This is an optimization exercise on Yosys and OpenROAD, whose aim is small area, a short achievable clock period and few clock cycles per item, not a production implementation. Function was checked by simulation only, so behaviour that the tests miss may differ from the original. Power is estimated from default activity; no workload was simulated.

// duty_gated_waveform_sample
module duty_gated_waveform_sample (
   input  logic                                   clock,
   input  logic                                   reset,
   input  logic                                   req_tvalid,
   output logic                                   req_tready,
   input  logic [dgws_pkg::REQ_DATA_BITS-1:0]     req_tdata,   
   output logic                                   rsp_tvalid,
   input  logic                                   rsp_tready,
   output logic [dgws_pkg::RSP_DATA_BITS-1:0]     rsp_tdata,   
   output logic                                   rsp_tuser,   
   input  logic                                   csr_we,
   input  logic [dgws_pkg::CSR_INDEX_BITS-1:0]    csr_index,
   input  logic [dgws_pkg::CSR_DATA_BITS-1:0]     csr_wdata
);
Size: roughly 3900 cells after synthesis, ~570 flip-flops.
==> module dgws_div_step, before the edit <==
module dgws_div_step (
   input  logic [16:0] rem,       
   input  logic [16:0] npe,       
   output logic [16:0] rem_out,
   output logic        q
);
   logic [17:0] s;
   logic [18:0] d;
   always_comb begin
      s       = {rem, 1'b0};
      d       = {1'b0, s} - {2'b00, ~npe};
      q       = !d[18];
      rem_out = q ? d[16:0] : s[16:0];
   end
endmodule
==> flow/config.mk <==
export PLATFORM = sky130hd
export DESIGN_NAME = duty_gated_waveform_sample
export DESIGN_NICKNAME = duty_gated_waveform_sample
export VERILOG_FILES = /design/flow/design.v
export SDC_FILE = /design/flow/constraint.sdc
export NUM_CORES = 4
export LEC_CHECK = 0
export CAP_MARGIN = 20
export CORE_MARGIN = 2
export CORE_UTILIZATION = 50
export SETUP_SLACK_MARGIN = 3.9
export SLEW_MARGIN = 20
==> flow/constraint.sdc <==
create_clock -name core_clock -period 7.0 [get_ports {clock}]
set_input_delay 1.4000 -clock core_clock [delete_from_list [all_inputs] [get_ports {clock}]]
set_output_delay 1.4000 -clock core_clock [all_outputs]
set_load 0.01 [all_outputs]
run.sh (not shown) runs the stock make flow with config.mk's settings and CLKGATE_MAP_FILE= SYNTH_SCRIPT=/design/flow/synth_recipe.tcl, a recipe that flattens the netlist after the stock synthesis.
The first run went through all stages and came out clean.
Testbench counts at the start, summed over its fixed seeds: cycles 20,928, items 19,200.
Next try:
--- a/flow/design.v
+++ b/flow/design.v
@@ -84,19 +84,39 @@
 module dgws_div_step (
    input  logic [16:0] rem,       
    input  logic [16:0] npe,       
    output logic [16:0] rem_out,
    output logic        q
 );
-   logic [17:0] s;
-   logic [18:0] d;
+   localparam int N = 18;
+   logic [N-1:0] a, b, g, p;
+   logic [N-1:0] gl [0:5];
+   logic [N-1:0] pl [0:5];
+   logic [N-1:0] sum;
    always_comb begin
-      s       = {rem, 1'b0};
-      d       = {1'b0, s} - {2'b00, ~npe};
-      q       = !d[18];
-      rem_out = q ? d[16:0] : s[16:0];
+      a = {rem, 1'b0};
+      b = {1'b1, npe};
+      g = a & b;
+      p = a ^ b;
+      gl[0]    = g;
+      gl[0][0] = g[0] | p[0];
+      pl[0]    = p;
+      for (int l = 0; l < 5; l++) begin
+         for (int i = 0; i < N; i++) begin
+            if (((i >> l) & 1) == 1) begin
+               gl[l+1][i] = gl[l][i] | (pl[l][i] & gl[l][((i >> l) << l) - 1]);
+               pl[l+1][i] = pl[l][i] & pl[l][((i >> l) << l) - 1];
+            end else begin
+               gl[l+1][i] = gl[l][i];
+               pl[l+1][i] = pl[l][i];
+            end
+         end
+      end
+      sum     = p ^ {gl[5][N-2:0], 1'b1};
+      q       = gl[5][N-1];
+      rem_out = q ? sum[16:0] : a[16:0];
    end
 endmodule
 `timescale 1ns / 1ps
 module dgws_shape_a (
    input  logic [15:0] ph,
    input  logic [2:0]  kind,
Effect: The changed run completed without violations. Core utilization rose by 0.12 points. Die area drops by 3.8%. Clock skew stays flat. Final area fell by 2.6%. Worst hold slack gets better by 0.014 ns. Count of clock-buffer cells in the layout climbs by 5.
Testbench counts after the change, summed over its fixed seeds: cycles 20,928, items 19,200.

--- another note on this design; it stands on its own ---

==> flow/design.v (excerpt) <==
module duty_gated_waveform_sample (
   input  logic                                   clock,
   input  logic                                   reset,
   input  logic                                   req_tvalid,
   output logic                                   req_tready,
   input  logic [dgws_pkg::REQ_DATA_BITS-1:0]     req_tdata,   
   output logic                                   rsp_tvalid,
   input  logic                                   rsp_tready,
   output logic [dgws_pkg::RSP_DATA_BITS-1:0]     rsp_tdata,   
   output logic                                   rsp_tuser,   
   input  logic                                   csr_we,
   input  logic [dgws_pkg::CSR_INDEX_BITS-1:0]    csr_index,
   input  logic [dgws_pkg::CSR_DATA_BITS-1:0]     csr_wdata
);
make LEC_CHECK=0 CAP_MARGIN=20 CORE_MARGIN=2 CORE_UTILIZATION=65 CTS_BUF_LIST=sky130_fd_sc_hd__clkbuf_8 CTS_CLUSTER_SIZE=40 SETUP_SLACK_MARGIN=3.9 SLEW_MARGIN=20 TNS_END_PERCENT=20 finish   # period 7.0 ns
run.sh (not shown) runs the stock make flow with config.mk's settings and CLKGATE_MAP_FILE= SYNTH_SCRIPT=/design/flow/synth_recipe.tcl, a recipe that flattens the netlist after the stock synthesis.
The first run produced a clean layout.
Testbench counts at the start, summed over its fixed seeds: cycles 20,880, items 19,200.
Then changed:
- CORE_UTILIZATION: 65 -> 60
- CTS_CLUSTER_SIZE: 40 -> unset
The changed run passed the timing, design-rule and antenna checks; clock power decreases by a few percent; register-to-register slack hardly moves; global-route usage decreases by 2.4 points; critical path depth increases by 1.
Then changed:
- CORE_UTILIZATION: 60 -> 65
The new run produced a clean layout.
Sequential share of layout area rises by 0.23 points.
Worst hold slack loses 12 ps.
Power rises by 1.0%.
Core utilization rises by 5.5 points.
Die area falls by 7.6%.
Via count rises by 1.7%.
Then changed:
- SETUP_SLACK_MARGIN: 3.9 -> 3.85
The changed run passed the timing, design-rule and antenna checks.
Hold slack is better by 15 ps.
Die area stays the same.
Fmax hardly moves.
Setup slack got worse by 4.7 ps.
Utilization is lower by 0.83 points.
Total power decreases by 1.7%.
Then changed:
- SETUP_SLACK_MARGIN: 3.85 -> 3.8
The changed run finished with timing, DRC and antenna clean.
Clock-buffer cell count stays the same.
Global-route usage falls by 0.12 points.
Design area came out lower slightly.
Routed wire length decreases slightly.
Via count is about the same.
Then changed:
- CORE_UTILIZATION: 65 -> 70
- SETUP_SLACK_MARGIN: 3.8 -> 3.9
Outcome: Worst setup slack is about the same. Wire length increases by a few percent. Sequential cell count is unchanged. Final area increases by a few percent.


JK:
Starting RTL as in the previous note.
Settings: LEC_CHECK=0, CAP_MARGIN=20, CORE_MARGIN=2, CORE_UTILIZATION=65, CTS_BUF_LIST=sky130_fd_sc_hd__clkbuf_8, SETUP_SLACK_MARGIN=4.0, SLEW_MARGIN=20, TNS_END_PERCENT=10; clock period 7.0 ns.
Testbench counts of JK, summed over its fixed seeds: cycles 20,880, items 19,200.
What MS does differently from JK at the input level:
- TNS_END_PERCENT now 20, was 10
- SETUP_SLACK_MARGIN now 3.7, was 4.0
==> comparison <==
MS gives less number of global-route vias before repair than JK did.
| data required time of the critical path | MS vs JK | ≈ equal |
Between MS and JK, it is MS whose total track usage is lower, by 0.77 points.
Of JK and MS, JK shows the higher detailed-route wire length, with MS below it.
Summary: switching power total, MS better than JK
sky130_fd_sc_hd__clkdlybuf4s50_1 as the cell type of the slowest stage on the worst timing path was reported by MS, and sky130_fd_sc_hd__fa_1 by JK.

-- static timing again, ports no longer ideal --
Ports are ideal in the flow. The routed layouts listed here were re-timed in OpenROAD. Step 1: set_driving_cell puts a clkbuf_16 on clock and a buf_2 on each other input, an assumption about the parent block. Step 2, shift: input delay + t, output delay - t, t = (earliest + latest rising clock arrival at the registers) / 2. This alone moves slack from input paths to output paths. Slacks: ideal ports / drivers / drivers and shift; pairs: ideal ports / drivers.
run | shift t [ns] | slack for setup (ns) | pins driven straight from the clock port
the first run of note 1 | 0.674 | 3.803 / 3.803 / 3.203 | 1
the second run of note 1 | 0.655 | 3.529 / 3.529 / 3.329 | 1
the first run of note 2 | 0.752 | 3.764 / 3.764 / 3.069 | 1
the second run of note 2 | 0.740 | 3.773 / 3.773 / 3.195 | 1
the third run of note 2 | 0.752 | 3.764 / 3.764 / 3.069 | 1
the fourth run of note 2 | 0.754 | 3.759 / 3.759 / 3.062 | 1
the fifth run of note 2 | 0.752 | 3.737 / 3.737 / 3.069 | 1
the sixth run of note 2 | 0.752 | 3.734 / 3.734 / 3.202 | 1
JK | 0.752 | 3.757 / 3.757 / 3.074 | 1
MS | 0.752 | 3.581 / 3.608 / 2.872 | 1
After both steps setup and hold are still met in every run listed. For MS, which loses most, drivers alone change the setup slack by +0.027 ns; drivers and shift together by -0.709 ns.
